Background: an optimization exercise with open tools, aiming at small area, a short achievable clock period and few clock cycles per item. Do not read the settings as production practice. Where RTL was checked, it was by simulation tests only, not by an equivalence proof against the original. Only the layout flow was run in runs 4 and 5; the RTL was not checked for function there.

==> flow/design.v <==
`default_nettype none
package mexp_pkg;
    localparam int WIDTH = 32;
    localparam int CNT_W = $clog2(WIDTH);
    localparam int SW    = WIDTH + 2;
    typedef logic [WIDTH-1:0] word_t;
    typedef logic [SW-1:0]    sword_t;
    typedef logic [CNT_W-1:0] cnt_t;
    typedef logic [1:0]       cfg_index_t;
    typedef logic [6:0]       est_t;
    localparam cfg_index_t REG_MODULUS  = 2'd0;
    localparam cfg_index_t REG_EXPONENT = 2'd1;
    localparam word_t MODULUS_RESET  = word_t'(3233) << 20;
    localparam cnt_t  MSHIFT_RESET   = cnt_t'(20);
    localparam word_t EXPONENT_RESET = word_t'(17);
    typedef enum logic [3:0] {
        ST_IDLE,
        ST_RSTEP,
        ST_RCV1,
        ST_RCV2,
        ST_PSTEP,
        ST_PCV1,
        ST_PCV2,
        ST_FIN,
        ST_SHIFT,
        ST_DONE
    } state_t;
endpackage
`default_nettype wire
`default_nettype none
module mexp_ctrl (
    input  wire logic            clk,
    input  wire logic            rst_n,
    input  wire logic            in_valid,
    output logic                 in_ready,
    output logic                 out_valid,
    input  wire logic            out_ready,
    input  wire logic            busy,
    input  wire logic            special,
    input  wire mexp_pkg::cnt_t  mshift,
    output logic                 load,
    output logic                 rstep,
    output logic                 conv1,
    output logic                 conv2,
    output logic                 pconv2,
    output logic                 conv1_d,
    output logic                 conv2_d,
    output logic                 pconv1_d,
    output logic                 pconv2_d,
    output logic                 shift,
    output mexp_pkg::cnt_t       bit_idx,
    output mexp_pkg::cnt_t       pass_idx
);
    mexp_pkg::state_t state_reg;
    mexp_pkg::cnt_t   j_reg;
    mexp_pkg::cnt_t   k_reg;
    logic             conv1_d_reg;
    logic             conv2_d_reg;
    logic             pconv1_d_reg;
    logic             pconv2_d_reg;
    logic             accept;
    logic             pconv1;
    logic             fin;
    logic             step_last;
    logic             pass_last;
    assign in_ready     = (state_reg == mexp_pkg::ST_IDLE) && !busy;
    assign out_valid    = (state_reg == mexp_pkg::ST_DONE);
    assign accept       = in_valid && in_ready;
    assign load         = (state_reg == mexp_pkg::ST_IDLE);
    assign rstep        = (state_reg == mexp_pkg::ST_RSTEP);
    assign pconv1       = (state_reg == mexp_pkg::ST_PCV1);
    assign pconv2       = (state_reg == mexp_pkg::ST_PCV2);
    assign conv1        = pconv1 || (state_reg == mexp_pkg::ST_RCV1);
    assign conv2        = pconv2 || (state_reg == mexp_pkg::ST_RCV2);
    assign fin          = (state_reg == mexp_pkg::ST_FIN);
    assign shift        = (state_reg == mexp_pkg::ST_SHIFT);
    assign conv1_d      = conv1_d_reg;
    assign conv2_d      = conv2_d_reg;
    assign pconv1_d     = pconv1_d_reg;
    assign pconv2_d     = pconv2_d_reg;
    assign bit_idx      = j_reg;
    assign pass_idx     = k_reg;
    assign step_last    = (j_reg == (rstep ? '1 : mshift));
    assign pass_last    = (k_reg == '1);
    always_ff @(posedge clk or negedge rst_n)
    begin
        if (!rst_n)
        begin
            state_reg    <= mexp_pkg::ST_IDLE;
            conv1_d_reg  <= 1'b0;
            conv2_d_reg  <= 1'b0;
            pconv1_d_reg <= 1'b0;
            pconv2_d_reg <= 1'b0;
        end
        else
        begin
            conv1_d_reg  <= conv1;
            conv2_d_reg  <= conv2;
            pconv1_d_reg <= pconv1;
            pconv2_d_reg <= pconv2;
            unique case (state_reg)
                mexp_pkg::ST_IDLE:
                begin
                    if (accept)
                    begin
                        state_reg <= special ? mexp_pkg::ST_DONE : mexp_pkg::ST_RSTEP;
                    end
                end
                mexp_pkg::ST_RSTEP:
                begin
                    if (step_last)
                    begin
                        state_reg <= mexp_pkg::ST_RCV1;
                    end
                end
                mexp_pkg::ST_RCV1:
                begin
                    state_reg <= mexp_pkg::ST_RCV2;
                end
                mexp_pkg::ST_RCV2:
                begin
                    state_reg <= mexp_pkg::ST_PSTEP;
                end
                mexp_pkg::ST_PSTEP:
                begin
                    if (step_last)
                    begin
                        state_reg <= mexp_pkg::ST_PCV1;
                    end
                end
                mexp_pkg::ST_PCV1:
                begin
                    state_reg <= mexp_pkg::ST_PCV2;
                end
                mexp_pkg::ST_PCV2:
                begin
                    state_reg <= pass_last ? mexp_pkg::ST_FIN : mexp_pkg::ST_PSTEP;
                end
                mexp_pkg::ST_FIN:
                begin
                    state_reg <= (mshift == '0) ? mexp_pkg::ST_DONE : mexp_pkg::ST_SHIFT;
                end
                mexp_pkg::ST_SHIFT:
                begin
                    if (j_reg == '0)
                    begin
                        state_reg <= mexp_pkg::ST_DONE;
                    end
                end
                mexp_pkg::ST_DONE:
                begin
                    if (out_ready)
                    begin
                        state_reg <= mexp_pkg::ST_IDLE;
                    end
                end
                default:
                begin
                    state_reg <= mexp_pkg::ST_IDLE;
                end
            endcase
        end
    end
    always_ff @(posedge clk)
    begin
        if (load)
        begin
            j_reg <= mshift;
        end
        else if (conv2)
        begin
            j_reg <= '1;
        end
        else if (fin)
        begin
            j_reg <= mshift - 1'b1;
        end
        else
        begin
            j_reg <= j_reg - 1'b1;
        end
        if (conv2 && !pconv2)
        begin
            k_reg <= '0;
        end
        else if (pconv2_d_reg)
        begin
            k_reg <= k_reg + 1'b1;
        end
    end
endmodule
`default_nettype wire
`default_nettype none
module mexp_csstep (
    input  wire mexp_pkg::sword_t     sa,
    input  wire mexp_pkg::sword_t     sb,
    input  wire mexp_pkg::est_t       rt,
    input  wire logic                 a,
    input  wire logic                 an,
    input  wire mexp_pkg::word_t      b,
    input  wire mexp_pkg::word_t      n,
    input  wire logic [2:0]           ge,
    output mexp_pkg::sword_t          sa_next,
    output mexp_pkg::sword_t          sb_next,
    output mexp_pkg::est_t            rt_next,
    output logic [2:0]                ge_next
);
    logic [34:0]        p;
    logic [34:0]        r;
    logic [34:0]        t;
    logic [34:0]        x;
    logic [34:0]        y;
    logic [34:0]        v;
    logic [34:0]        s2;
    logic [34:0]        c2;
    logic               cin;
    mexp_pkg::est_t     t3a;
    mexp_pkg::est_t     t3b;
    mexp_pkg::est_t     t4;
    mexp_pkg::est_t     es;
    mexp_pkg::est_t     ec;
    mexp_pkg::est_t     ds;
    mexp_pkg::est_t     dc;
    mexp_pkg::est_t     d0;
    assign p = {sa, 1'b0};
    assign r = {sb, 1'b0};
    assign t = {3'b000, b & {32{a}}};
    assign x = p ^ r ^ t;
    assign y = {((p[33:0] & r[33:0]) | (p[33:0] & t[33:0]) | (r[33:0] & t[33:0])), 1'b0};
    always_comb
    begin
        if (ge[2])
        begin
            v   = ~{2'b00, n, 1'b0};
            cin = 1'b1;
            t4  = ~{1'b0, n[31:26]};
        end
        else if (ge[1])
        begin
            v   = ~{3'b000, n};
            cin = 1'b1;
            t4  = ~{2'b00, n[31:27]};
        end
        else if (ge[0])
        begin
            v   = '0;
            cin = 1'b0;
            t4  = 7'd0;
        end
        else
        begin
            v   = {3'b000, n};
            cin = 1'b0;
            t4  = {2'b00, n[31:27]};
        end
    end
    assign s2 = x ^ y ^ v;
    assign c2 = (x & y) | (x & v) | (y & v);
    assign sa_next = s2[mexp_pkg::SW-1:0];
    assign sb_next = {c2[mexp_pkg::SW-2:0], cin};
    assign rt_next = sa_next[32:26] + sb_next[32:26] + 7'd6;
    assign t3a = a  ? {2'b00, b[31:27]} : 7'd0;
    assign t3b = an ? {3'b000, b[31:28]} : 7'd0;
    assign es  = rt ^ t3a ^ t3b;
    assign ec  = {((rt[5:0] & t3a[5:0]) | (rt[5:0] & t3b[5:0]) | (t3a[5:0] & t3b[5:0])), 1'b0};
    assign ds  = es ^ ec ^ t4;
    assign dc  = {((es[5:0] & ec[5:0]) | (es[5:0] & t4[5:0]) | (ec[5:0] & t4[5:0])), 1'b0};
    assign d0  = ds + dc;
    assign ge_next[0] = !d0[6];
    assign ge_next[1] = !sum3_sign(ds, dc, ~{3'b000, n[31:28]});
    assign ge_next[2] = !sum3_sign(ds, dc, ~{2'b00, n[31:28], 1'b0});
    function automatic logic sum3_sign(input mexp_pkg::est_t u, input mexp_pkg::est_t v3,
                                       input mexp_pkg::est_t w);
        mexp_pkg::est_t hs;
        mexp_pkg::est_t hc;
        mexp_pkg::est_t d;
        hs = u ^ v3 ^ w;
        hc = {((u[5:0] & v3[5:0]) | (u[5:0] & w[5:0]) | (v3[5:0] & w[5:0])), 1'b1};
        d  = hs + hc;
        sum3_sign = d[6];
    endfunction
endmodule
module mexp_csfix (
    input  wire mexp_pkg::sword_t c,
    input  wire mexp_pkg::word_t  n,
    output mexp_pkg::word_t       res
);
    mexp_pkg::sword_t c1;
    assign c1  = c + {2'b00, n};
    assign res = c[mexp_pkg::SW-1] ? c1[mexp_pkg::WIDTH-1:0] : c[mexp_pkg::WIDTH-1:0];
endmodule
`default_nettype wire
`default_nettype none
module modular_exponentiation (
    input  wire logic                  clk,
    input  wire logic                  rst_n,
    input  wire logic                  in_valid,
    output logic                       in_ready,
    input  wire mexp_pkg::word_t       message,
    output logic                       out_valid,
    input  wire logic                  out_ready,
    output mexp_pkg::word_t            power_result,
    input  wire logic                  cfg_valid,
    output logic                       cfg_ready,
    input  wire mexp_pkg::cfg_index_t  cfg_index,
    input  wire mexp_pkg::word_t       cfg_data
);
    mexp_pkg::word_t      modulus_reg;
    mexp_pkg::cnt_t       mshift_reg;
    mexp_pkg::word_t      exponent_reg;
    mexp_pkg::word_t      base_reg;
    mexp_pkg::word_t      acc_reg;
    logic                 acc_one_reg;
    mexp_pkg::sword_t     sqa_reg;
    mexp_pkg::sword_t     sqb_reg;
    mexp_pkg::est_t       sqr_reg;
    logic [2:0]           sqq_reg;
    mexp_pkg::sword_t     mla_reg;
    mexp_pkg::sword_t     mlb_reg;
    mexp_pkg::est_t       mlr_reg;
    logic [2:0]           mlq_reg;
    logic                 sq_bit_reg;
    logic                 sq_nbit_reg;
    logic                 ml_bit_reg;
    logic                 ml_nbit_reg;
    mexp_pkg::sword_t     cv_reg;
    mexp_pkg::sword_t     cva;
    mexp_pkg::sword_t     cvb;
    logic                 busy;
    logic                 special;
    logic                 load;
    logic                 rstep;
    logic                 conv1;
    logic                 conv2;
    logic                 pconv2;
    logic                 conv1_d;
    logic                 conv2_d;
    logic                 pconv1_d;
    logic                 pconv2_d;
    logic                 shift;
    mexp_pkg::cnt_t       bit_idx;
    mexp_pkg::cnt_t       pass_idx;
    mexp_pkg::cnt_t       next_idx;
    mexp_pkg::cnt_t       next2_idx;
    logic                 exp_bit;
    logic                 exp_bit_reg;
    logic                 copy;
    logic                 take;
    mexp_pkg::sword_t     sqa_next;
    mexp_pkg::sword_t     sqb_next;
    mexp_pkg::est_t       sqr_next;
    logic [2:0]           sqq_next;
    mexp_pkg::sword_t     mla_next;
    mexp_pkg::sword_t     mlb_next;
    mexp_pkg::est_t       mlr_next;
    logic [2:0]           mlq_next;
    mexp_pkg::word_t      cv_res;
    mexp_pkg::word_t      acc_new;
    assign cfg_ready = 1'b1;
    always_ff @(posedge clk or negedge rst_n)
    begin
        if (!rst_n)
        begin
            modulus_reg  <= mexp_pkg::MODULUS_RESET;
            mshift_reg   <= mexp_pkg::MSHIFT_RESET;
            exponent_reg <= mexp_pkg::EXPONENT_RESET;
        end
        else
        begin
            if (cfg_valid && (cfg_index == mexp_pkg::REG_MODULUS))
            begin
                modulus_reg <= cfg_data;
                mshift_reg  <= '0;
            end
            else if (busy)
            begin
                modulus_reg <= {modulus_reg[mexp_pkg::WIDTH-2:0], 1'b0};
                mshift_reg  <= mshift_reg + 1'b1;
            end
            if (cfg_valid && (cfg_index == mexp_pkg::REG_EXPONENT))
            begin
                exponent_reg <= cfg_data;
            end
        end
    end
    assign busy    = !modulus_reg[mexp_pkg::WIDTH-1] && (modulus_reg != '0);
    assign special = (modulus_reg == '0) || (exponent_reg == '0);
    mexp_ctrl u_ctrl (
        .clk          (clk),
        .rst_n        (rst_n),
        .in_valid     (in_valid),
        .in_ready     (in_ready),
        .out_valid    (out_valid),
        .out_ready    (out_ready),
        .busy         (busy),
        .special      (special),
        .mshift       (mshift_reg),
        .load         (load),
        .rstep        (rstep),
        .conv1        (conv1),
        .conv2        (conv2),
        .pconv2       (pconv2),
        .conv1_d      (conv1_d),
        .conv2_d      (conv2_d),
        .pconv1_d     (pconv1_d),
        .pconv2_d     (pconv2_d),
        .shift        (shift),
        .bit_idx      (bit_idx),
        .pass_idx     (pass_idx)
    );
    assign exp_bit   = exp_bit_reg;
    assign next_idx  = bit_idx - 1'b1;
    assign next2_idx = bit_idx - 2'd2;
    mexp_csstep u_sq (
        .sa      (sqa_reg),
        .sb      (sqb_reg),
        .rt      (sqr_reg),
        .a       (sq_bit_reg),
        .an      (sq_nbit_reg),
        .b       (base_reg),
        .n       (modulus_reg),
        .ge      (sqq_reg),
        .sa_next (sqa_next),
        .sb_next (sqb_next),
        .rt_next (sqr_next),
        .ge_next (sqq_next)
    );
    mexp_csstep u_ml (
        .sa      (mla_reg),
        .sb      (mlb_reg),
        .rt      (mlr_reg),
        .a       (ml_bit_reg),
        .an      (ml_nbit_reg),
        .b       (base_reg),
        .n       (modulus_reg),
        .ge      (mlq_reg),
        .sa_next (mla_next),
        .sb_next (mlb_next),
        .rt_next (mlr_next),
        .ge_next (mlq_next)
    );
    assign cva = pconv1_d ? mla_reg : sqa_reg;
    assign cvb = pconv1_d ? mlb_reg : sqb_reg;
    mexp_csfix u_fix (
        .c   (cv_reg),
        .n   (modulus_reg),
        .res (cv_res)
    );
    assign copy    = pconv2 && exp_bit && acc_one_reg;
    assign take    = pconv2_d && exp_bit && !acc_one_reg;
    assign acc_new = take ? cv_res : acc_reg;
    always_ff @(posedge clk)
    begin
        exp_bit_reg <= exponent_reg[pass_idx];
        cv_reg <= cva + cvb;
        if (load)
        begin
            sqa_reg <= mexp_pkg::sword_t'(message[mexp_pkg::WIDTH-1:2]);
            sqb_reg <= '0;
            sqr_reg <= {3'b000, message[mexp_pkg::WIDTH-1:28]} + 7'd6;
            sqq_reg <= 3'b001;
        end
        else if (conv1 || conv2)
        begin
            sqa_reg <= '0;
            sqb_reg <= '0;
            sqr_reg <= 7'd6;
            sqq_reg <= 3'b001;
        end
        else
        begin
            sqa_reg <= sqa_next;
            sqb_reg <= sqb_next;
            sqr_reg <= sqr_next;
            sqq_reg <= sqq_next;
        end
        if (conv1_d || conv2_d)
        begin
            mla_reg <= '0;
            mlb_reg <= '0;
            mlr_reg <= 7'd6;
            mlq_reg <= 3'b001;
        end
        else
        begin
            mla_reg <= mla_next;
            mlb_reg <= mlb_next;
            mlr_reg <= mlr_next;
            mlq_reg <= mlq_next;
        end
        if (load)
        begin
            base_reg <= mexp_pkg::word_t'(1);
        end
        else if (conv2)
        begin
            base_reg <= cv_res;
        end
        if (load)
        begin
            acc_reg <= mexp_pkg::word_t'(modulus_reg != '0);
        end
        else if (copy)
        begin
            acc_reg <= base_reg;
        end
        else if (take)
        begin
            acc_reg <= cv_res;
        end
        else if (shift)
        begin
            acc_reg <= {1'b0, acc_reg[mexp_pkg::WIDTH-1:1]};
        end
        if (load)
        begin
            acc_one_reg <= 1'b1;
        end
        else if (pconv2_d && exp_bit)
        begin
            acc_one_reg <= 1'b0;
        end
        if (load)
        begin
            sq_bit_reg  <= message[1];
            sq_nbit_reg <= message[0];
        end
        else if (conv2)
        begin
            sq_bit_reg  <= cv_res[mexp_pkg::WIDTH-1];
            sq_nbit_reg <= cv_res[mexp_pkg::WIDTH-2];
        end
        else if (rstep)
        begin
            sq_bit_reg  <= sq_nbit_reg;
            sq_nbit_reg <= 1'b0;
        end
        else
        begin
            sq_bit_reg  <= sq_nbit_reg;
            sq_nbit_reg <= base_reg[next2_idx];
        end
        if (conv2_d)
        begin
            ml_bit_reg  <= acc_new[mexp_pkg::WIDTH-1];
            ml_nbit_reg <= acc_new[mexp_pkg::WIDTH-2];
        end
        else
        begin
            ml_bit_reg  <= ml_nbit_reg;
            ml_nbit_reg <= acc_reg[next_idx];
        end
    end
    assign power_result = acc_reg;
endmodule
`default_nettype wire
==> flow/run.sh <==
#!/bin/bash
# synth_recipe.tcl (not shown) runs the flow's synth.tcl, then flattens the netlist and writes it again
# the make line also repeats each setting of config.mk as NAME=value (left out here)
make -C /OpenROAD-flow-scripts/flow DESIGN_CONFIG=/design/flow/config.mk WORK_HOME=/design/flow/orfs CLKGATE_MAP_FILE= SYNTH_SCRIPT=/design/flow/synth_recipe.tcl finish
==> flow/config.mk <==
export PLATFORM = sky130hd
export DESIGN_NAME = modular_exponentiation
export DESIGN_NICKNAME = modular_exponentiation
export VERILOG_FILES = /design/flow/design.v
export SDC_FILE = /design/flow/constraint.sdc
export NUM_CORES = 4
export LEC_CHECK = 0
export CAP_MARGIN = 20
export CORE_MARGIN = 2
export CORE_UTILIZATION = 60
export SETUP_SLACK_MARGIN = 2.85
export SLEW_MARGIN = 20
==> flow/constraint.sdc <==
create_clock -name core_clock -period 6.5 [get_ports {clk}]
set_input_delay 1.3000 -clock core_clock [delete_from_list [all_inputs] [get_ports {clk}]]
set_output_delay 1.3000 -clock core_clock [all_outputs]
set_load 0.01 [all_outputs]
==> results of run 1 <==
worst max path at each step:
stage / to / cells after the start / slack (ns)
final: cv_reg[33] / 12 / 2.84
after global placement: sqq_reg[1] / 15 / 2.32
after global routing: cv_reg[33] / 12 / 2.77
after detailed placement: sqq_reg[1] / 15 / 2.24
after floorplan: cv_reg[33] / 13 / 2.92
after CTS: in_ready / 7 / 2.83
worst max-delay path, stage by stage (launching register included):
cell	delay, ns
dfrtp_4	0.55
buf_12	0.19
mux2_2	0.36
ha_2	0.33
a21o_1	0.21
and4b_1	0.18
a2111o_1	0.43
or3_1	0.34
o22a_4	0.24
a311oi_4	0.35
o31ai_2	0.11
a21oi_2	0.15
xnor2_1	0.12
stage by stage:
stage | hold WS, ns | setup slack, ns | util (%) | std cells
after CTS | 0.499 | 2.83 | 68.0 | 3049
after floorplan | 0.447 | 2.92 | - | 2469
final | 0.497 | 2.84 | 69.3 | 3071
after global placement | 0.476 | 2.32 | 63.7 | 2951
after global routing | 0.545 | 2.77 | 69.3 | 3071
after detailed placement | 0.487 | 2.24 | 63.7 | 2951
routing by layer:
layer	wire length, um	up-vias	part of all wire (%)
met5	98	-	0.13
met4	2300	14	3.1
met3	6580	148	8.8
met2	33000	860	44
met1	32400	9539	44
li1	-	8648	-
cells in the mapped netlist, types with 11 or more instances:
master	count
o21bai_1	11
ha_1	140
nand3_1	24
o21ai_0	103
a21oi_1	232
mux2_2	90
nor2b_1	76
a22o_1	32
nand2b_1	19
xor2_1	47
inv_1	148
nor4_1	23
edfxtp_1	32
buf_1	18
nand4_1	15
a211oi_1	76
clkbuf_1	135
a21o_1	49
nor2_1	123
fa_1	157
mux2i_1	62
nand2_1	139
dfrtp_1	68
and2_1	146
dfxtp_1	237
nor3_1	19
o211ai_1	18
xnor2_1	60
mux4_2	30
cell usage in the layout (no fill, tap or decap), types with 19 or more instances in the layout:
cell,count
clkbuf_16,44
nor2_1,116
dfrtp_1,48
buf_4,51
mux2_2,90
edfxtp_1,32
mux2i_1,61
o21ai_0,100
xor2_1,47
a21oi_1,220
nor2b_1,75
ha_1,129
nand2b_1,19
a211oi_1,74
and2_1,143
fa_1,156
a22o_1,32
nand2_1,139
inv_1,147
xnor2_1,60
dfxtp_1,223
nor3_1,19
clkdlybuf4s50_1,102
nand3_1,23
mux4_2,30
a21o_1,49
repair_timing:
| item | 4_1_cts | 5_1_grt |
|---|---|---|
| hold endpoints to repair | 0 | 0 |
| cloned | 0 | 2 |
| buffers inserted | 25 | 20 |
| gates resized for setup | 47 | 70 |
| endpoints found under the setup margin | 35 | 20 |
| pin swaps | 5 | 15 |
area by class of cell:
type,instances,share of cell area [%]
flip-flops and latches,346,28.2
inverters,149,2.05
clock inverters,14,0.557
repair buffers,171,6.19
clock buffers,59,4.32
well taps,525,2.40
multi-input cells,1807,56.3
kinds of logic after synthesis:
| family | Yosys count | synth area share [%] |
|---|---|---|
| buffers and inverters | 316 | 5.11 |
| AND/OR/NAND/NOR | 628 | 13.6 |
| adder cells (fa/ha/maj) | 297 | 20.4 |
| multiplexers | 184 | 9.74 |
| XOR/XNOR | 107 | 3.91 |
| flip-flops | 346 | 31.9 |
| other | 1 | 0.0157 |
| AO/OA/AOI/OAI | 590 | 15.3 |
==> results.txt, run 1 <==
================================================================================
Status                                          no timing/DRC/antenna violations
Warnings, synthesis                                                            3
CP Launch Point                                                     u_ctrl.pconv1_d_reg
Vias in the first global route                                             18700
Number of diodes                                                               0
Number of slew-limit violations in the final report                            0
Portion of the post-synthesis area used by sequential elements             31.9%
Die height                                                                204 um
Number of sinks on the clock net                                             346
Row Count                                                                     73
Area of the die                                                      0.0415 mm^2
Fill cell total of the finished layout                                      3070
Setup TNS                                                                   0 ns
Terminating pin of the worst hold path                               acc_one_reg
Detail-routed via count per cell                                            6.25
All-layer global routing usage                                             36.0%
Slew @ Worst Pin                                                         1.02 ns
Wire length of the first global-routing pass                           113000 um
Destination of the worst register-to-register timing path             cv_reg[33]
Number of nets with antenna violations after detailed routing                  0
Die W                                                                     204 um
Count of input and output buffers                                            104
Finish-stage setup viols                                                       0
Number of buffers between clock root and the deepest sink                      3
Number of flops mapped to enable cells by yosys                               32
Post-layout minimum cycle time                                           3.66 ns
Final period util                                                          56.4%
Clk slew on worst S/H paths                                              0.06 ns
Most frequently used flop master after synthesis                         dfxtp_1
Met3 track demand over resource in global routing                          6.39%
Routability congestion estimate                                            0.992
Number of nets in the layout                                                2883
Hold-fix buffers, CTS                                                          0
Number of hold-slack violations in the final timing report                     0
Number of nets in the synthesized netlist                                   2837
Beginning of the worst register-to-register path                    u_ctrl.pconv1_d_reg
Total of max-cap violations                                                    0
Total number of vias                                                       19200
Final instance area                                                  0.0274 mm^2
Critical path peak fanout                                                     11
R2R depth                                                                     12
Share of cells above drive strength 1                                      14.8%
Worst hold path depth                                                          2
Top Usage Layer GRT                                                         met2
TritonCTS clock tree                                                       built
Critical Path Sink Type                                                flip-flop
Top cell type by total area after synthesis                              dfxtp_1
H-tree depth reported by CTS                                                   2
Asr flop ratio synth                                                       22.3%
Area Growth Syn to Fin                                                     14.5%
HPWL Detailed                                                           53300 um
Mean routed wirelength per cell                                          24.2 um
Min-Delay Startpoint                                                 acc_one_reg
Total DRC errors in the routed layout                                          0
Biggest area contributors in the synthesized netlist                dfxtp_1 (20%), fa_1 (13%), ha_1 (7.3%), dfrtp_1 (7.1%), a21oi_1 (4.8%)
Maximum achievable frequency                                           0.273 GHz
Met2 GRT Util                                                              54.9%
Sequential standard cell area                                       0.00772 mm^2
Yosys reg bits                                                               346
Number of different library cells in the post-synthesis netlist               75
Data arrival time at the worst-slack endpoint                            4.16 ns
Grt met1 use                                                               51.7%
Number of buffers created by CTS                                              40
Instance area after placement                                        0.0252 mm^2
Antenna violations before repair                                              12
Worst-case headroom to the max-slew limit                                  31.6%
Fin Clk Skew                                                           0.0226 ns
Initial detailed-routing violation count                                    1877
Post-Synthesis Cells                                                        2469
Total I/O pin count                                                          106
Reg-to-reg slack, setup                                                  2.84 ns
Startpoint Class                                                       flip-flop
Final wirelength                                                        74400 um
CP required                                                              6.99 ns
Fraction of synthesized cell area taken by the top area cell type          19.8%
Netlist area before placement                                        0.0239 mm^2
Multi-input logic area                                               0.0154 mm^2
Starting density of the core                                               60.5%
RSZ-0062 raised after global routing                                         yes
Cell at the root of the clock tree                                     clkbuf_16
Core outline area                                                    0.0395 mm^2
Clock insertion delay at the later pin of the skew report                0.59 ns
Worst Hold Class                                                    flip-flop to flip-flop
Largest net degree at the start of global routing                             70
First-pass detailed-route iteration total                                      6
Syn Area/Cell                                                          9.70 um^2
Crit Path Category                                                  flip-flop to flip-flop
Remaining Overflow, GRT                                                        0
================================================================================
Testbench counts, summed over its fixed seeds: cycles 210,240, items 192.
==> run 2, diff against run 1 <==
--- a/flow/config.mk
+++ b/flow/config.mk
@@ -5,8 +5,9 @@
 export SDC_FILE = /design/flow/constraint.sdc
 export NUM_CORES = 4
 export LEC_CHECK = 0
+export ABC_AREA = 1
 export CAP_MARGIN = 20
 export CORE_MARGIN = 2
 export CORE_UTILIZATION = 60
-export SETUP_SLACK_MARGIN = 2.85
+export SETUP_SLACK_MARGIN = 3.0
 export SLEW_MARGIN = 20
==> run 2 against run 1 <==
Net effect: highest routed layer is now met4; area after synthesis increased by 5.7%; global-route usage up 3.7 points; register-to-register slack better by 0.24 ns; die area increased by 5.5%; largest cell class unchanged; design area grew 5.4%.
==> results.txt, run 2 <==
================================================================================
Yosys reg bits                                                               346
Warnings, synthesis                                                            3
Mean routed wirelength per cell                                          22.1 um
Worst-case headroom to the max-slew limit                                  26.0%
Portion of the post-synthesis area used by sequential elements             30.2%
Dominant delay contributor by cell family on the critical path      simple AND/OR/NAND/NOR gates
Detail-routed via count per cell                                            5.93
Dominant cell by count in the synthesized netlist                        nand2_1
Post-Synthesis Cells                                                        3288
Area Growth Syn to Fin                                                     14.2%
CP required                                                              5.20 ns
TritonCTS clock tree                                                       built
Worst Hold Class                                                    flip-flop to flip-flop
Antenna violations before repair                                               1
Number of different library cells in the post-synthesis netlist               60
Share of cells above drive strength 1                                      10.4%
RSZ-0062 raised after global routing                                         yes
Number of flops mapped to enable cells by yosys                               32
Critical path peak fanout                                                      8
Starting density of the core                                               60.6%
Top library cells by usage in the layout, fill and taps aside       nand2_1 (614), inv_1 (580), nor2_1 (258)
Asr flop ratio synth                                                       22.3%
Multi-input logic area                                               0.0151 mm^2
Status                                          no timing/DRC/antenna violations
Final instance area                                                  0.0289 mm^2
Data arrival time at the worst-slack endpoint                            2.19 ns
HPWL Detailed                                                           65200 um
Startpoint Class                                                       flip-flop
Syn Area/Cell                                                          7.69 um^2
Largest net degree at the start of global routing                             78
Area of the die                                                      0.0438 mm^2
Number of sinks on the clock net                                             346
DP Worst Slack                                                           1.41 ns
Setup TNS                                                                   0 ns
Wire length of the first global-routing pass                           132000 um
Count of input and output buffers                                            104
Number of nets in the layout                                                3757
Number of slew-limit violations in the final report                            0
Worst-path cell with the longest stage delay                             dfrtp_1
Number of buffers between clock root and the deepest sink                      3
Top cell type by total area after synthesis                              dfxtp_1
Most frequently used flop master after synthesis                         dfxtp_1
Slew @ Worst Pin                                                         1.10 ns
All-layer global routing usage                                             39.7%
Vias in the first global route                                             22900
Routability congestion estimate                                             1.02
Fill cell total of the finished layout                                      3465
First-pass detailed-route iteration total                                      6
Leading cell type in the layout, fill and taps excluded                  nand2_1
Fin Clk Skew                                                           0.0238 ns
Worst path cell trace                                               nor4_2, nand3_2, o21ai_4, inv_2, nor2_4, buf_2
Total of max-cap violations                                                    0
Remaining Overflow, GRT                                                        0
Core outline area                                                    0.0418 mm^2
Number of diodes                                                               0
Buffers and inverters on the worst path                                        2
Instance area after placement                                        0.0266 mm^2
Row Count                                                                     75
Number of hold-slack violations in the final timing report                     0
Die W                                                                     209 um
Number of nets with antenna violations after detailed routing                  0
Cell types with the highest counts after synthesis                  nand2_1 (615), inv_1 (585), nor2_1 (263)
Number of nets in the synthesized netlist                                   3656
Cell at the root of the clock tree                                     clkbuf_16
Die height                                                                209 um
Initial detailed-routing violation count                                    2524
Final setup slack of the worst path                                      3.01 ns
Finish-stage setup viols                                                       0
Netlist area before placement                                        0.0253 mm^2
Final wirelength                                                        87500 um
Biggest area contributors in the synthesized netlist                dfxtp_1 (19%), fa_1 (12%), nand2_1 (9.1%), inv_1 (8.7%), ha_1 (6.9%)
H-tree depth reported by CTS                                                   2
Clock insertion delay at the later pin of the skew report                0.59 ns
Crit Path Category                                                  flip-flop to primary output
Critical Path Sink Type                                             primary output
Clk slew on worst S/H paths                                              0.06 ns
Sequential standard cell area                                       0.00773 mm^2
Maximum achievable frequency                                           0.287 GHz
Total I/O pin count                                                          106
Number of buffers created by CTS                                              41
Post-layout minimum cycle time                                           3.49 ns
Final period util                                                          53.7%
CP max stage delay                                                       0.56 ns
Total number of vias                                                       23500
Fraction of synthesized cell area taken by the top area cell type          18.8%
Total DRC errors in the routed layout                                          0
================================================================================
==> run 2: cell types whose count changed in the layout (fill, tap and decap cells not counted), moves of 61 or more <==
cell      previous run  this run
a211oi_1            74         1
and2_1             143         0
inv_1              147       580
mux2i_1             61         0
nand2_1            139       614
nand3_1             23       128
nor2_1             116       258
nor2b_1             75         0
o21ai_0            100       249
==> run 2: worst paths after layout <==
path,from,to,slack [ns],depth (start not counted)
setup / recovery,modulus_reg[3],in_ready,3.01,6
hold reg to reg,exponent_reg[5],exponent_reg[5],0.50,2
min in group asynchronous,rst_n,exponent_reg[2],0.87,1
setup reg to reg,modulus_reg[30],mlq_reg[1],3.08,14
max in group asynchronous,rst_n,modulus_reg[29],4.86,1
hold / removal,exponent_reg[5],exponent_reg[5],0.50,2
==> run 2: through the flow <==
stage	hold slack, ns	std cells	utilization [%]
6_report	0.495	3957	69.2
3_3_place_gp	0.474	3826	63.7
4_1_cts	0.503	3933	68.1
3_5_place_dp	0.489	3827	63.8
5_1_grt	0.521	3957	69.2
2_1_floorplan	0.453	3288	-
==> run 2: cells by family (layout without fill, tap and decap cells) <==
kind of cell | count (synthesis) | after routing | synth area share [%]
fa+ha+maj | 297 | 297 | 19.3
mux | 52 | 52 | 2.31
xor+xnor | 78 | 78 | 2.70
compound gates | 699 | 699 | 16.6
simple gates | 1094 | 1094 | 17.8
buf+inv | 721 | 851 | 11.1
other cells | 1 | 1 | 0.0148
flops | 346 | 346 | 30.2
==> run 2: cell type report <==
type | count | share of cell area (%)
sequential | 346 | 26.8
timing repair inverter | 1 | 0.0173
inverter | 600 | 7.97
clock inverter | 17 | 0.840
multi-input combinational | 2221 | 52.1
tap | 539 | 2.33
timing repair buffer | 178 | 5.98
clock buffer | 55 | 3.98
==> run 2: per-layer routing <==
| metal | up-vias | share of wire [%] | global-route usage [%] |
|---|---|---|---|
| li1 | 10800 | - | - |
| met1 | 11100 | 40 | 51.4 |
| met2 | 1253 | 44 | 61.7 |
| met3 | 265 | 10 | 9.20 |
| met4 | 0 | 6.2 | 21.8 |
| met5 | - | 0 | 0 |
==> run 2: worst min-delay path, stage by stage, from the launching register on <==
cell	delay (ns)
dfrtp_1	0.35
nand2_1	0.05
o21ai_0	0.06
==> run 2: repair_timing <==
| action | 4_1_cts | 5_1_grt |
|---|---|---|
| hold buffers | 0 | 0 |
| gates cloned | 2 | 2 |
| endpoints found under the setup margin | 94 | 14 |
| buffers inserted | 32 | 20 |
| pin swaps | 5 | 5 |
| gates resized for setup | 71 | 59 |
==> run 3, diff against run 2 <==
--- a/flow/config.mk
+++ b/flow/config.mk
@@ -5,9 +5,8 @@
 export SDC_FILE = /design/flow/constraint.sdc
 export NUM_CORES = 4
 export LEC_CHECK = 0
-export ABC_AREA = 1
 export CAP_MARGIN = 20
 export CORE_MARGIN = 2
 export CORE_UTILIZATION = 60
-export SETUP_SLACK_MARGIN = 3.0
+export SETUP_SLACK_MARGIN = 3.5
 export SLEW_MARGIN = 20
==> run 3 against run 2 <==
Net effect: non-clock buffer count rose by 75; critical path depth increased by 1; global-route usage decreased by 1.7 points; clock skew decreased by 0.0043 ns; critical endpoint unchanged.
==> results.txt, run 3 <==
================================================================================
Clk slew on worst S/H paths                                              0.06 ns
CP required                                                              5.20 ns
Number of buffers between clock root and the deepest sink                      3
Share of cells above drive strength 1                                      24.4%
Instance area after placement                                        0.0254 mm^2
Starting density of the core                                               60.5%
Warnings, synthesis                                                            3
Critical Path Sink Type                                             primary output
Portion of the post-synthesis area used by sequential elements             31.9%
Asr flop ratio synth                                                       22.3%
Leading cell type in the layout, fill and taps excluded                  dfxtp_1
Number of nets with antenna violations after detailed routing                  0
Syn Area/Cell                                                          9.70 um^2
Die height                                                                204 um
Total number of vias                                                       19900
Number of buffers created by CTS                                              41
Die W                                                                     204 um
Remaining Overflow, GRT                                                        0
Detail-routed via count per cell                                            6.29
Post-Synthesis Cells                                                        2469
Number of nets in the layout                                                2966
Min-Delay Startpoint                                                 acc_one_reg
Wire length of the first global-routing pass                           119000 um
Initial detailed-routing violation count                                    1778
Post-layout minimum cycle time                                           3.64 ns
Mean routed wirelength per cell                                          25.0 um
Area Growth Syn to Fin                                                     23.1%
Crit Path Category                                                  flip-flop to primary output
Vias in the first global route                                             19600
Beginning of the worst register-to-register path                    u_ctrl.pconv1_d_reg
Netlist area before placement                                        0.0239 mm^2
Antenna violations before repair                                               1
TritonCTS clock tree                                                       built
Area of the die                                                      0.0415 mm^2
Total DRC errors in the routed layout                                          0
All-layer global routing usage                                             38.0%
Number of hold-slack violations in the final timing report                     0
H-tree depth reported by CTS                                                   2
Top cell type by total area after synthesis                              dfxtp_1
Total I/O pin count                                                          106
Fraction of synthesized cell area taken by the top area cell type          19.8%
Number of nets in the synthesized netlist                                   2837
Fin Clk Skew                                                           0.0195 ns
RSZ-0062 raised after global routing                                         yes
Data arrival time at the worst-slack endpoint                            2.34 ns
Worst Hold Class                                                    flip-flop to flip-flop
CP Launch Point                                                     modulus_reg[31]
Clock insertion delay at the later pin of the skew report                0.58 ns
Final instance area                                                  0.0295 mm^2
Finish-stage setup viols                                                       0
Fill cell total of the finished layout                                      2791
Number of sinks on the clock net                                             346
Final setup slack of the worst path                                      2.86 ns
Number of flops mapped to enable cells by yosys                               32
DP Worst Slack                                                           2.15 ns
Core outline area                                                    0.0395 mm^2
Startpoint Class                                                       flip-flop
Cell at the root of the clock tree                                     clkbuf_16
Number of different library cells in the post-synthesis netlist               75
Final period util                                                          56.1%
Critical path peak fanout                                                      2
First-pass detailed-route iteration total                                      5
Cell types with the highest counts after synthesis                  dfxtp_1 (237), a21oi_1 (232), fa_1 (157)
Most frequently used flop master after synthesis                         dfxtp_1
Routability congestion estimate                                             1.01
Worst-case headroom to the max-slew limit                                  31.6%
Largest net degree at the start of global routing                             70
Top library cells by usage in the layout, fill and taps aside       dfxtp_1 (222), a21oi_1 (188), fa_1 (144)
Dominant cell by count in the synthesized netlist                        dfxtp_1
Biggest area contributors in the synthesized netlist                dfxtp_1 (20%), fa_1 (13%), ha_1 (7.3%), dfrtp_1 (7.1%), a21oi_1 (4.8%)
Status                                          no timing/DRC/antenna violations
Count of input and output buffers                                            104
Final wirelength                                                        79100 um
Final cell utilization of the core                                         74.5%
Maximum achievable frequency                                           0.274 GHz
Number of slew-limit violations in the final report                            0
Yosys reg bits                                                               346
HPWL Detailed                                                           55200 um
Row Count                                                                     73
Setup TNS                                                                   0 ns
Slew @ Worst Pin                                                         1.02 ns
Total of max-cap violations                                                    0
================================================================================
-- run 3: cell count changes after synthesis, moves of 38 or more --
cell	delta
nand2_1	-476
inv_1	-437
o21ai_0	-156
and2_1	+144
nor2_1	-140
nand3_1	-106
nor2b_1	+76
a211oi_1	+74
mux2i_1	+62
clkbuf_1	+52
a21o_1	+42
mux2_2	+38
-- run 3: logic make-up (layout without fill, tap and decap cells) --
logic type | Yosys count | after routing | synth area share [%]
and+or+nand+nor | 628 | 628 | 13.6
AOI/OAI and AO/OA | 590 | 590 | 15.3
DFF | 346 | 346 | 31.9
buffers and inverters | 316 | 477 | 5.11
adders and majority gates | 297 | 297 | 20.4
muxes | 184 | 184 | 9.74
xor gates and xnor gates | 107 | 107 | 3.91
other | 1 | 2 | 0.0157
-- run 3: repair_timing --
action | 4_1_cts | 5_1_grt
endpoints found under the setup margin | 183 | 103
resized for setup | 214 | 148
pin swaps | 70 | 82
cloned | 6 | 2
buffers inserted | 91 | 31
hold buffers | 0 | 0
-- run 3: worst paths after layout --
kind | end | slack [ns] | cells after the start
max | in_ready | 2.86 | 7
min | acc_one_reg | 0.51 | 2
max reg2reg | cv_reg[28] | 2.87 | 14
min reg2reg | acc_one_reg | 0.51 | 2
max in group asynchronous | modulus_reg[15] | 4.73 | 2
min in group asynchronous | exponent_reg[30] | 0.69 | 1
-- run 3: critical path, cell delays in order, from the launching register on --
cell and delay, ns:
dfstp_4 0.52, nor4_2 0.28, nand4_1 0.29, nor2_4 0.27
or2_4 0.18, inv_4 0.04, nor2_2 0.06, buf_2 0.13
-- run 3: layout make-up --
cell class                 count  area (um^2)  share of cell area [%]
tap                          525          657                    2.23
clock inverter                17          199                   0.675
multi-input combinational   1807        16500                    56.1
sequential                   346         7730                    26.2
inverter                     149          568                    1.93
clock buffer                  58         1160                    3.94
antenna                        1         2.50                 0.00849
timing repair buffer         253         2630                    8.93
-- run 3: routing by layer --
metal  routed length (um)  track usage (%)  share of wire, %
met1                33000             52.6                42
met2                35300             58.2                45
met3                 6950             6.97               8.8
met4                 3750             16.9               4.7
met5                    0                0                 0
-- run 3: through the flow --
step	instances	hold slack [ns]
CTS	3122	0.494
global placement	2950	0.476
finish	3156	0.510
floorplan	2469	0.447
global route	3155	0.540
detailed placement	2950	0.485
==> run 4, diff against run 3 <==
--- a/flow/design.v
+++ b/flow/design.v
@@ -87,17 +87,9 @@
         if (!rst_n)
         begin
             state_reg    <= mexp_pkg::ST_IDLE;
-            conv1_d_reg  <= 1'b0;
-            conv2_d_reg  <= 1'b0;
-            pconv1_d_reg <= 1'b0;
-            pconv2_d_reg <= 1'b0;
         end
         else
         begin
-            conv1_d_reg  <= conv1;
-            conv2_d_reg  <= conv2;
-            pconv1_d_reg <= pconv1;
-            pconv2_d_reg <= pconv2;
             unique case (state_reg)
                 mexp_pkg::ST_IDLE:
                 begin
@@ -163,6 +155,10 @@
     end
     always_ff @(posedge clk)
     begin
+        conv1_d_reg  <= conv1;
+        conv2_d_reg  <= conv2;
+        pconv1_d_reg <= pconv1;
+        pconv2_d_reg <= pconv2;
         if (load)
         begin
             j_reg <= mshift;
@@ -199,6 +195,7 @@
     input  wire logic                 an,
     input  wire mexp_pkg::word_t      b,
     input  wire mexp_pkg::word_t      n,
+    input  wire logic [5:0]           nq,
     input  wire logic [2:0]           ge,
     output mexp_pkg::sword_t          sa_next,
     output mexp_pkg::sword_t          sb_next,
@@ -233,13 +230,13 @@
         begin
             v   = ~{2'b00, n, 1'b0};
             cin = 1'b1;
-            t4  = ~{1'b0, n[31:26]};
+            t4  = ~{1'b0, nq[5:0]};
         end
         else if (ge[1])
         begin
             v   = ~{3'b000, n};
             cin = 1'b1;
-            t4  = ~{2'b00, n[31:27]};
+            t4  = ~{2'b00, nq[5:1]};
         end
         else if (ge[0])
         begin
@@ -251,7 +248,7 @@
         begin
             v   = {3'b000, n};
             cin = 1'b0;
-            t4  = {2'b00, n[31:27]};
+            t4  = {2'b00, nq[5:1]};
         end
     end
     assign s2 = x ^ y ^ v;
@@ -267,8 +264,8 @@
     assign dc  = {((es[5:0] & ec[5:0]) | (es[5:0] & t4[5:0]) | (ec[5:0] & t4[5:0])), 1'b0};
     assign d0  = ds + dc;
     assign ge_next[0] = !d0[6];
-    assign ge_next[1] = !sum3_sign(ds, dc, ~{3'b000, n[31:28]});
-    assign ge_next[2] = !sum3_sign(ds, dc, ~{2'b00, n[31:28], 1'b0});
+    assign ge_next[1] = !sum3_sign(ds, dc, ~{3'b000, nq[5:2]});
+    assign ge_next[2] = !sum3_sign(ds, dc, ~{2'b00, nq[5:2], 1'b0});
     function automatic logic sum3_sign(input mexp_pkg::est_t u, input mexp_pkg::est_t v3,
                                        input mexp_pkg::est_t w);
         mexp_pkg::est_t hs;
@@ -327,6 +324,9 @@
     mexp_pkg::sword_t     cva;
     mexp_pkg::sword_t     cvb;
     logic                 busy;
+    logic                 hold;
+    logic [5:0]           nq_reg;
+    logic                 nq_ok_reg;
     logic                 special;
     logic                 load;
     logic                 rstep;
@@ -384,6 +384,22 @@
         end
     end
     assign busy    = !modulus_reg[mexp_pkg::WIDTH-1] && (modulus_reg != '0);
+    always_ff @(posedge clk or negedge rst_n)
+    begin
+        if (!rst_n)
+        begin
+            nq_ok_reg <= 1'b0;
+        end
+        else
+        begin
+            nq_ok_reg <= !busy && !(cfg_valid && (cfg_index == mexp_pkg::REG_MODULUS));
+        end
+    end
+    always_ff @(posedge clk)
+    begin
+        nq_reg <= modulus_reg[31:26];
+    end
+    assign hold    = busy || !nq_ok_reg;
     assign special = (modulus_reg == '0) || (exponent_reg == '0);
     mexp_ctrl u_ctrl (
         .clk          (clk),
@@ -392,7 +408,7 @@
         .in_ready     (in_ready),
         .out_valid    (out_valid),
         .out_ready    (out_ready),
-        .busy         (busy),
+        .busy         (hold),
         .special      (special),
         .mshift       (mshift_reg),
         .load         (load),
@@ -419,6 +435,7 @@
         .an      (sq_nbit_reg),
         .b       (base_reg),
         .n       (modulus_reg),
+        .nq      (nq_reg),
         .ge      (sqq_reg),
         .sa_next (sqa_next),
         .sb_next (sqb_next),
@@ -433,6 +450,7 @@
         .an      (ml_nbit_reg),
         .b       (base_reg),
         .n       (modulus_reg),
+        .nq      (nq_reg),
         .ge      (mlq_reg),
         .sa_next (mla_next),
         .sb_next (mlb_next),
--- a/flow/config.mk
+++ b/flow/config.mk
@@ -8,5 +8,5 @@
 export CAP_MARGIN = 20
 export CORE_MARGIN = 2
 export CORE_UTILIZATION = 60
-export SETUP_SLACK_MARGIN = 3.5
+export SETUP_SLACK_MARGIN = 2.85
 export SLEW_MARGIN = 20
==> run 4 against run 3 <==
Net effect: still clean; via count is 0.27% lower; critical path depth is 1 lower; wire length is 3.1% lower; non-clock buffer count is 87 lower; sequential share of layout area is 1.9 points higher; critical path type unchanged.
==> results.txt, run 4 <==
================================================================================
Critical path peak fanout                                                     10
Starting density of the core                                               60.6%
Number of nets in the synthesized netlist                                   2941
Total of max-cap violations                                                    0
Number of slew-limit violations in the final report                            0
Share of cells above drive strength 1                                      13.1%
Die W                                                                     207 um
Total I/O pin count                                                          106
Wire length of the first global-routing pass                           115000 um
Number of instances in the placed design                                    3061
Final period util                                                          55.2%
Most frequently used flop master after synthesis                         dfxtp_1
Yosys reg bits                                                               353
Core outline area                                                    0.0407 mm^2
Total DRC errors in the routed layout                                          0
Post-layout minimum cycle time                                           3.59 ns
Number of hold-slack violations in the final timing report                     0
Initial detailed-routing violation count                                    2015
Number of nets in the layout                                                2974
Warnings, synthesis                                                            3
Startpoint Class                                                       flip-flop
Mean routed wirelength per cell                                          24.2 um
Dominant cell by count in the synthesized netlist                        dfxtp_1
Post-Synthesis Cells                                                        2575
Number of buffers between clock root and the deepest sink                      3
Remaining Overflow, GRT                                                        0
Netlist area before placement                                        0.0247 mm^2
Number of buffers created by CTS                                              41
Cell types with the highest counts after synthesis                  dfxtp_1 (247), a21oi_1 (223), fa_1 (154)
Worst Hold Class                                                    flip-flop to flip-flop
Number of sinks on the clock net                                             353
Cell at the root of the clock tree                                     clkbuf_16
Setup TNS                                                                   0 ns
Syn Area/Cell                                                          9.58 um^2
R2R depth                                                                     10
Top cell type by total area after synthesis                              dfxtp_1
Routability congestion estimate                                            0.976
Vias in the first global route                                             19200
RSZ-0062 raised after global routing                                         yes
Detail-routed via count per cell                                            6.25
Finish-stage setup viols                                                       0
Antenna violations before repair                                               3
TritonCTS clock tree                                                       built
Slew @ Worst Pin                                                         1.14 ns
Count of input and output buffers                                            104
Biggest area contributors in the synthesized netlist                dfxtp_1 (20%), fa_1 (12%), ha_1 (7.2%), dfrtp_1 (6.6%), a21oi_1 (4.5%)
Total number of vias                                                       19800
All-layer global routing usage                                             36.2%
Row Count                                                                     74
Area of the die                                                      0.0428 mm^2
First-pass detailed-route iteration total                                      6
Maximum achievable frequency                                           0.279 GHz
Number of flops mapped to enable cells by yosys                               32
Top library cells by usage in the layout, fill and taps aside       dfxtp_1 (233), a21oi_1 (218), fa_1 (154)
DP Worst Slack                                                           2.56 ns
Largest net degree at the start of global routing                             72
Final cell count without fillers                                            3171
Clk slew on worst S/H paths                                              0.06 ns
Portion of the post-synthesis area used by sequential elements             31.5%
Final wirelength                                                        76600 um
Leading cell type in the layout, fill and taps excluded                  dfxtp_1
Critical Path Sink Type                                             primary output
HPWL Detailed                                                           56800 um
Clock insertion delay at the later pin of the skew report                0.57 ns
Data arrival time at the worst-slack endpoint                            2.29 ns
Fin Clk Skew                                                           0.0286 ns
H-tree depth reported by CTS                                                   2
Asr flop ratio synth                                                       21.0%
Die height                                                                207 um
Number of nets with antenna violations after detailed routing                  0
Worst hold path depth                                                          2
Hold-fix buffers, CTS                                                          0
Fraction of synthesized cell area taken by the top area cell type          20.0%
Area Growth Syn to Fin                                                     13.1%
Final setup slack of the worst path                                      2.91 ns
Status                                          no timing/DRC/antenna violations
CP required                                                              5.20 ns
Worst-case headroom to the max-slew limit                                  23.6%
Number of different library cells in the post-synthesis netlist               85
Crit Path Category                                                  flip-flop to primary output
================================================================================
==> run 4: logic make-up (layout without fill, tap and decap cells) <==
family | Yosys count | count (layout) | synth area share (%)
AND/OR/NAND/NOR | 686 | 686 | 14.4
flip-flops | 353 | 353 | 31.5
XOR/XNOR | 101 | 101 | 3.59
other | 1 | 3 | 0.0152
AO/OA/AOI/OAI | 634 | 634 | 16.3
multiplexers | 185 | 185 | 9.51
adder cells (fa/ha/maj) | 296 | 296 | 19.7
buffers and inverters | 319 | 381 | 5.03
==> run 4: through the flow <==
step | utilization (%) | hold slack [ns] | cell area [um^2]
detailed placement | 63.6 | 0.486 | 25900
CTS | 67.7 | 0.506 | 27600
floorplan | - | 0.372 | 24700
global route | 68.5 | 0.524 | 27900
finish | 68.5 | 0.503 | 27900
global placement | 63.6 | 0.475 | 25900
==> run 4: final cells by class <==
cell class	instances	area, um^2
fill	3256	12800
sequential	353	7840
timing repair buffer	166	1730
clock buffer	65	1170
multi-input combinational	1903	15900
antenna	2	5.00
inverter	143	537
tap	532	666
clock inverter	7	91.3
==> run 4: layer usage <==
metal / up-vias / part of all wire [%] / GRT usage, %
met5: - / 0.010 / 0
met4: 2 / 3.3 / 11.2
met3: 136 / 9.3 / 6.80
met2: 868 / 44 / 55.6
met1: 9725 / 43 / 52.1
li1: 9077 / - / -
==> run 4: what timing repair did <==
action | in CTS | in global routing
endpoints found under the setup margin | 19 | 19
pin swaps | 3 | 9
cloned | 2 | 4
buffers inserted | 21 | 9
hold endpoints to repair | 0 | 0
gates resized for setup | 59 | 49
==> run 4: final timing paths <==
kind	startpoint	to	slack [ns]
setup / recovery	modulus_reg[5]	in_ready	2.91
hold / removal	acc_one_reg	acc_one_reg	0.50
setup reg to reg	modulus_reg[18]	acc_reg[31]	2.95
hold reg to reg	acc_one_reg	acc_one_reg	0.50
max in group asynchronous	rst_n	modulus_reg[15]	4.82
min in group asynchronous	rst_n	u_ctrl.state_reg[2]	0.53
==> run 4: worst max-delay path: stages (launching register included) <==
cell and delay [ns]:
dfrtp_2 0.51, nor4_1 0.26, nand4_1 0.24, nor2_4 0.24, or2_4 0.19, and3_1 0.16, clkbuf_2 0.12
==> run 5, diff against run 4 <==
--- a/flow/config.mk
+++ b/flow/config.mk
@@ -5,8 +5,9 @@
 export SDC_FILE = /design/flow/constraint.sdc
 export NUM_CORES = 4
 export LEC_CHECK = 0
+export ABC_AREA = 1
 export CAP_MARGIN = 20
 export CORE_MARGIN = 2
 export CORE_UTILIZATION = 60
-export SETUP_SLACK_MARGIN = 2.85
+export SETUP_SLACK_MARGIN = 3.0
 export SLEW_MARGIN = 20
==> run 5 against run 4 <==
Net effect: register-to-register slack improved by 0.09 ns; clock skew decreased by 0.0096 ns; final cell count increased by 27%; via count increased by 22%; critical path type unchanged; critical path depth unchanged; die area increased by 3.6%; hold slack improved by 0.0080 ns; sequential cell count unchanged; utilization increased by 0.40 points; setup slack improved by 0.12 ns; fmax increased by 3.4%; largest cell class unchanged.
==> results.txt, run 5 <==
================================================================================
Core outline area                                                    0.0420 mm^2
Most frequently used flop master after synthesis                         dfxtp_1
First-pass detailed-route iteration total                                      8
R2R depth                                                                     12
Vias in the first global route                                             23600
Remaining Overflow, GRT                                                        0
Multi-input logic area                                               0.0152 mm^2
Area Growth Syn to Fin                                                     13.2%
Post-Synthesis Cells                                                        3355
Number of different library cells in the post-synthesis netlist               59
Number of sinks on the clock net                                             353
Number of instances in the placed design                                    3888
Crit Path Category                                                  flip-flop to primary output
Area of the die                                                      0.0443 mm^2
RSZ-0062 raised after global routing                                         yes
Worst-case headroom to the max-slew limit                                  17.1%
Setup TNS                                                                   0 ns
Total I/O pin count                                                          106
Share of cells above drive strength 1                                      9.39%
Status                                          no timing/DRC/antenna violations
Number of flops mapped to enable cells by yosys                               32
Warnings, synthesis                                                            3
Largest net degree at the start of global routing                             75
Number of slew-limit violations in the final report                            0
Number of buffers between clock root and the deepest sink                      3
Number of nets in the layout                                                3807
Fraction of synthesized cell area taken by the top area cell type          19.3%
HPWL Detailed                                                           68200 um
Final cell count without fillers                                            4012
CP Launch Point                                                     modulus_reg[12]
Slew @ Worst Pin                                                         1.24 ns
Top cell type by total area after synthesis                              dfxtp_1
Cell at the root of the clock tree                                     clkbuf_16
Clk slew on worst S/H paths                                              0.06 ns
Asr flop ratio synth                                                       21.0%
Detail-routed via count per cell                                            6.02
Total number of vias                                                       24200
Die W                                                                     210 um
Number of buffers created by CTS                                              41
Row Count                                                                     75
Starting density of the core                                               60.8%
Dominant cell by count in the synthesized netlist                        nand2_1
Fill cell total of the finished layout                                      3501
Fin Clk Skew                                                           0.0190 ns
Yosys reg bits                                                               353
Final period util                                                          53.4%
Critical Path Sink Type                                             primary output
Syn Area/Cell                                                          7.62 um^2
Netlist area before placement                                        0.0256 mm^2
Post-layout minimum cycle time                                           3.47 ns
Die height                                                                210 um
Count of input and output buffers                                            104
Clock insertion delay at the later pin of the skew report                0.58 ns
Number of nets in the synthesized netlist                                   3721
Total DRC errors in the routed layout                                          0
Total of max-cap violations                                                    0
All-layer global routing usage                                             41.2%
Biggest area contributors in the synthesized netlist                dfxtp_1 (19%), fa_1 (12%), nand2_1 (9.3%), inv_1 (8.3%), ha_1 (6.9%)
Antenna violations before repair                                               1
CP required                                                              5.20 ns
Number of hold-slack violations in the final timing report                     0
Destination of the critical timing path                                 in_ready
Number of nets with antenna violations after detailed routing                  0
Finish-stage setup viols                                                       0
Beginning of the worst register-to-register path                    modulus_reg[30]
Sequential standard cell area                                       0.00784 mm^2
Cell types with the highest counts after synthesis                  nand2_1 (635), inv_1 (568), o21ai_0 (327)
Mean routed wirelength per cell                                          22.8 um
Reg-to-reg slack, setup                                                  3.04 ns
Destination of the worst register-to-register timing path             sqr_reg[6]
Critical path peak fanout                                                      6
Final wirelength                                                        91600 um
Data arrival time at the worst-slack endpoint                            2.17 ns
Initial detailed-routing violation count                                    2942
TritonCTS clock tree                                                       built
Worst Hold Class                                                    flip-flop to flip-flop
Startpoint Class                                                       flip-flop
Top library cells by usage in the layout, fill and taps aside       nand2_1 (634), inv_1 (554), o21ai_0 (321)
Maximum achievable frequency                                           0.288 GHz
Leading cell type in the layout, fill and taps excluded                  nand2_1
Routability congestion estimate                                             1.01
Portion of the post-synthesis area used by sequential elements             30.4%
Wire length of the first global-routing pass                           137000 um
H-tree depth reported by CTS                                                   2
================================================================================
[run 5: cell types whose count changed in the layout (fill, tap and decap cells not counted), moves of 59 or more]
| cell | before | now |
|---|---|---|
| mux2i_1 | 59 | 0 |
| nand3_1 | 31 | 125 |
| nand2_1 | 151 | 634 |
| and2_1 | 138 | 0 |
| a211oi_1 | 75 | 1 |
| inv_1 | 143 | 554 |
| o21ai_0 | 116 | 321 |
| nor2b_1 | 78 | 0 |
| nor2_1 | 134 | 272 |
[run 5: what timing repair did]
item / CTS / global route
setup buffers: 13 / 30
resized for setup: 60 / 67
hold endpoints to repair: 0 / 0
pin swaps: 4 / 8
hold buffers: 0 / 0
endpoints found under the setup margin: 62 / 20
gates cloned: 3 / 2
[run 5: logic make-up after synthesis]
| family | synth area share, % |
|---|---|
| simple gates | 17.9 |
| buf+inv | 10.9 |
| fa+ha+maj | 19.0 |
| flops | 30.4 |
| mux | 2.33 |
| other cells | 0.0147 |
| compound gates | 16.7 |
| xor+xnor | 2.81 |
[run 5: critical path, stage by stage, from the launching register on]
cell and delay (ns):
dfrtp_2 0.53, nor4_4 0.29, nand3_1 0.19, o21ai_4 0.24
nand2_1 0.07, nor2_1 0.12, buf_2 0.15
[run 5: metal layers]
metal,routed length (um),global-route usage [%]
met1,35300,53.2
met2,40400,64.6
met3,10300,9.58
met4,5590,22.0
met5,0,0
[run 5: final cells by class]
| cell class | count | area share (%) |
|---|---|---|
| Sequential cell | 353 | 27.1 |
| Tap cell | 539 | 2.33 |
| Inverter | 583 | 7.78 |
| Antenna cell | 1 | 0.00864 |
| Clock buffer | 63 | 4.17 |
| Clock inverter | 11 | 0.454 |
| Timing Repair inverter | 1 | 0.0173 |
| Multi-Input combinational cell | 2293 | 52.5 |
| Timing Repair Buffer | 168 | 5.64 |
[run 5: worst min-delay path by stage]
| stage | from | to | slack (ns) | depth (start not counted) |
|---|---|---|---|---|
| 2_1_floorplan | modulus_reg[31] | nq_reg[5] | 0.40 | 0 |
| 3_3_place_gp | modulus_reg[30] | nq_reg[4] | 0.48 | 0 |
| 3_5_place_dp | modulus_reg[30] | nq_reg[4] | 0.48 | 0 |
| 4_1_cts | modulus_reg[27] | nq_reg[1] | 0.46 | 0 |
| 5_1_grt | modulus_reg[30] | nq_reg[4] | 0.50 | 0 |
| 6_report | modulus_reg[30] | nq_reg[4] | 0.51 | 0 |
[run 5: metrics by stage]
| step | util [%] | setup WS [ns] | instance area (um^2) | hold WS, ns |
|---|---|---|---|---|
| floorplan | - | 3.05 | 25600 | 0.402 |
| global placement | 63.9 | 2.05 | 26900 | 0.475 |
| detailed placement | 63.9 | 1.89 | 26900 | 0.476 |
| CTS | 67.8 | 2.86 | 28500 | 0.457 |
| global route | 68.9 | 2.96 | 29000 | 0.504 |
| finish | 68.9 | 3.03 | 29000 | 0.511 |
==> run 6, diff against run 5 <==
--- a/flow/design.v
+++ b/flow/design.v
@@ -399,7 +399,7 @@
     begin
         nq_reg <= modulus_reg[31:26];
     end
-    assign hold    = busy || !nq_ok_reg;
+    assign hold    = !nq_ok_reg;
     assign special = (modulus_reg == '0) || (exponent_reg == '0);
     mexp_ctrl u_ctrl (
         .clk          (clk),
--- a/flow/config.mk
+++ b/flow/config.mk
@@ -5,9 +5,8 @@
 export SDC_FILE = /design/flow/constraint.sdc
 export NUM_CORES = 4
 export LEC_CHECK = 0
-export ABC_AREA = 1
 export CAP_MARGIN = 20
 export CORE_MARGIN = 2
 export CORE_UTILIZATION = 60
-export SETUP_SLACK_MARGIN = 3.0
+export SETUP_SLACK_MARGIN = 2.85
 export SLEW_MARGIN = 20
==> run 6 against run 5 <==
Net effect: critical path depth up 3; register-to-register slack lost 0.04 ns; synthesized cell count is 24% lower; hold slack worse by 0.012 ns.
==> results.txt, run 6 <==
================================================================================
Total DRC errors in the routed layout                                          0
H-tree depth reported by CTS                                                   2
Total of max-cap violations                                                    0
Slew @ Worst Pin                                                        0.986 ns
Setup TNS                                                                   0 ns
First-pass detailed-route iteration total                                      5
Fin Clk Skew                                                           0.0303 ns
All-layer global routing usage                                             35.2%
Critical path peak fanout                                                     34
Number of sinks on the clock net                                             353
Worst Hold Class                                                    flip-flop to flip-flop
RSZ-0062 raised after global routing                                          no
Most frequently used flop master after synthesis                         dfxtp_1
Cell at the root of the clock tree                                     clkbuf_16
Worst hold path depth                                                          2
Initial detailed-routing violation count                                    1878
Fraction of synthesized cell area taken by the top area cell type          20.3%
Area of the die                                                      0.0423 mm^2
Crit Path Category                                                  flip-flop to flip-flop
Biggest area contributors in the synthesized netlist                dfxtp_1 (20%), fa_1 (13%), ha_1 (7.2%), dfrtp_1 (6.7%), a21oi_1 (4.5%)
Number of different library cells in the post-synthesis netlist               85
Portion of the post-synthesis area used by sequential elements             31.8%
HPWL Detailed                                                           54200 um
Total number of vias                                                       19500
Number of buffers created by CTS                                              41
Post-layout minimum cycle time                                           3.50 ns
Antenna violations before repair                                               4
Destination of the worst register-to-register timing path           mshift_reg[3]
Status                                          no timing/DRC/antenna violations
Dominant cell by count in the synthesized netlist                        dfxtp_1
Critical Path Sink Type                                                flip-flop
Die height                                                                206 um
Final period util                                                          53.8%
Remaining Overflow, GRT                                                        0
Terminating pin of the worst hold path                               acc_one_reg
Maximum achievable frequency                                           0.286 GHz
Largest net degree at the start of global routing                             77
Wire length of the first global-routing pass                           112000 um
Warnings, synthesis                                                            3
Core outline area                                                    0.0399 mm^2
Vias in the first global route                                             19100
Netlist area before placement                                        0.0244 mm^2
Number of nets in the synthesized netlist                                   2928
Detail-routed via count per cell                                            6.22
Top cell type by total area after synthesis                              dfxtp_1
Mean routed wirelength per cell                                          23.5 um
Count of input and output buffers                                            104
================================================================================
[run 6: changes by cell type after synthesis, sizes merged, moves of 40 or more]
cell,delta
clkbuf,+58
nand2,-482
o21ai,-247
a211oi,+81
nand3,-107
and2,+145
mux2,+40
nor2b,+45
o211ai,-41
nor2,-98
inv,-426
mux2i,+62
[run 6: kinds of logic (layout without fill, tap and decap cells)]
| logic type | count (synthesis) | after routing | synth area share [%] |
|---|---|---|---|
| buffers and inverters | 328 | 375 | 5.12 |
| AOI/OAI and AO/OA | 621 | 621 | 16.1 |
| adders and majority gates | 296 | 296 | 19.9 |
| muxes | 185 | 185 | 9.60 |
| xor gates and xnor gates | 105 | 105 | 3.77 |
| and+or+nand+nor | 673 | 673 | 13.7 |
| DFF | 353 | 353 | 31.8 |
| other | 1 | 4 | 0.0154 |
[run 6: worst max-delay path by stage]
stage,from,endpoint,slack [ns]
after floorplan,u_ctrl.state_reg[0],acc_reg[0],2.94
after global placement,u_ctrl.pconv1_d_reg,cv_reg[33],2.63
after detailed placement,u_ctrl.pconv1_d_reg,cv_reg[33],2.48
after CTS,u_ctrl.pconv1_d_reg,cv_reg[33],2.84
after global routing,mlq_reg[1],mlr_reg[6],2.85
final,modulus_reg[26],mshift_reg[3],3.00
[run 6: repair_timing]
| action | CTS | global route |
|---|---|---|
| endpoints found under the setup margin | 15 | 16 |
| buffers inserted | 1 | 11 |
| resized for setup | 20 | 51 |
| pin swaps | 0 | 4 |
| cloned | 1 | 3 |
| hold buffers | 0 | 0 |
[run 6: stage by stage]
step	area (um^2)	hold WS, ns	util [%]	worst slack, ns
6_report	27400	0.499	68.7	3.00
3_3_place_gp	25700	0.479	64.4	2.63
2_1_floorplan	24400	0.368	-	2.94
4_1_cts	27100	0.500	67.9	2.84
5_1_grt	27400	0.558	68.7	2.85
3_5_place_dp	25700	0.492	64.4	2.48
[run 6: area by class of cell]
cell class	count	area, um^2	area share, %
flip-flops and latches	353	7810	28.5
clock inverters	17	173	0.629
clock buffers	57	1140	4.15
inverters	155	586	2.13
well taps	525	657	2.39
repair buffers	146	1540	5.62
multi-input cells	1881	15500	56.6
diodes	3	7.51	0.0274
[run 6: per-layer routing]
| metal | part of all wire (%) | vias up |
|---|---|---|
| met5 | 0 | - |
| met4 | 2.8 | 0 |
| met3 | 9.5 | 137 |
| met2 | 43 | 877 |
| met1 | 45 | 9523 |
| li1 | - | 8962 |
[run 6: critical path, stage by stage (launching register included)]
cell     delay [ns]
dfrtp_1        0.66
nor4_1         0.49
nand4_1        0.14
nor2_1         0.48
or2_2          0.20
buf_4          0.50
inv_1          0.40
nand4_1        0.22
xor2_1         0.16
nor2_1         0.05
Testbench counts of run 6, summed over its fixed seeds: cycles 210,240, items 192.

## re-timing with driven ports
Ports are ideal in the flow. The routed layouts listed here were re-timed in OpenROAD. Step 1 sets driving cells, clkbuf_16 on the clock port and buf_2 on the other inputs (assumed; they add their load-dependent delay and slew). Step 2, shift: input delay + t, output delay - t, t = (earliest + latest rising clock arrival at the registers) / 2. This alone moves slack from input paths to output paths. a / b / c = ideal ports / drivers / drivers and shift; a / b = the first two.
run | shift t [ns] | setup WS [ns] | hold WS [ns] | worst setup path after step 2 | cell pins on the clock port's net
run 1 | 0.636 | 2.836 / 2.836 / 2.836 | 0.497 / 0.497 / 0.497 | register to register | 1
run 2 | 0.632 | 3.010 / 2.951 / 2.872 | 0.495 / 0.495 / 0.495 | input to register | 1
run 3 | 0.630 | 2.856 / 2.794 / 2.869 | 0.510 / 0.510 / 0.510 | register to register | 1
run 4 | 0.617 | 2.914 / 2.857 / 2.947 | 0.503 / 0.495 / 0.503 | register to register | 1
run 5 | 0.636 | 3.031 / 2.969 / 3.040 | 0.511 / 0.511 / 0.511 | register to register | 1
run 6 | 0.623 | 3.000 / 2.972 / 3.000 | 0.499 / 0.499 / 0.499 | register to register | 1
After both steps every run listed still meets setup and hold. For run 2, which loses most, drivers alone change the setup slack by -0.059 ns; drivers and shift together by -0.138 ns.
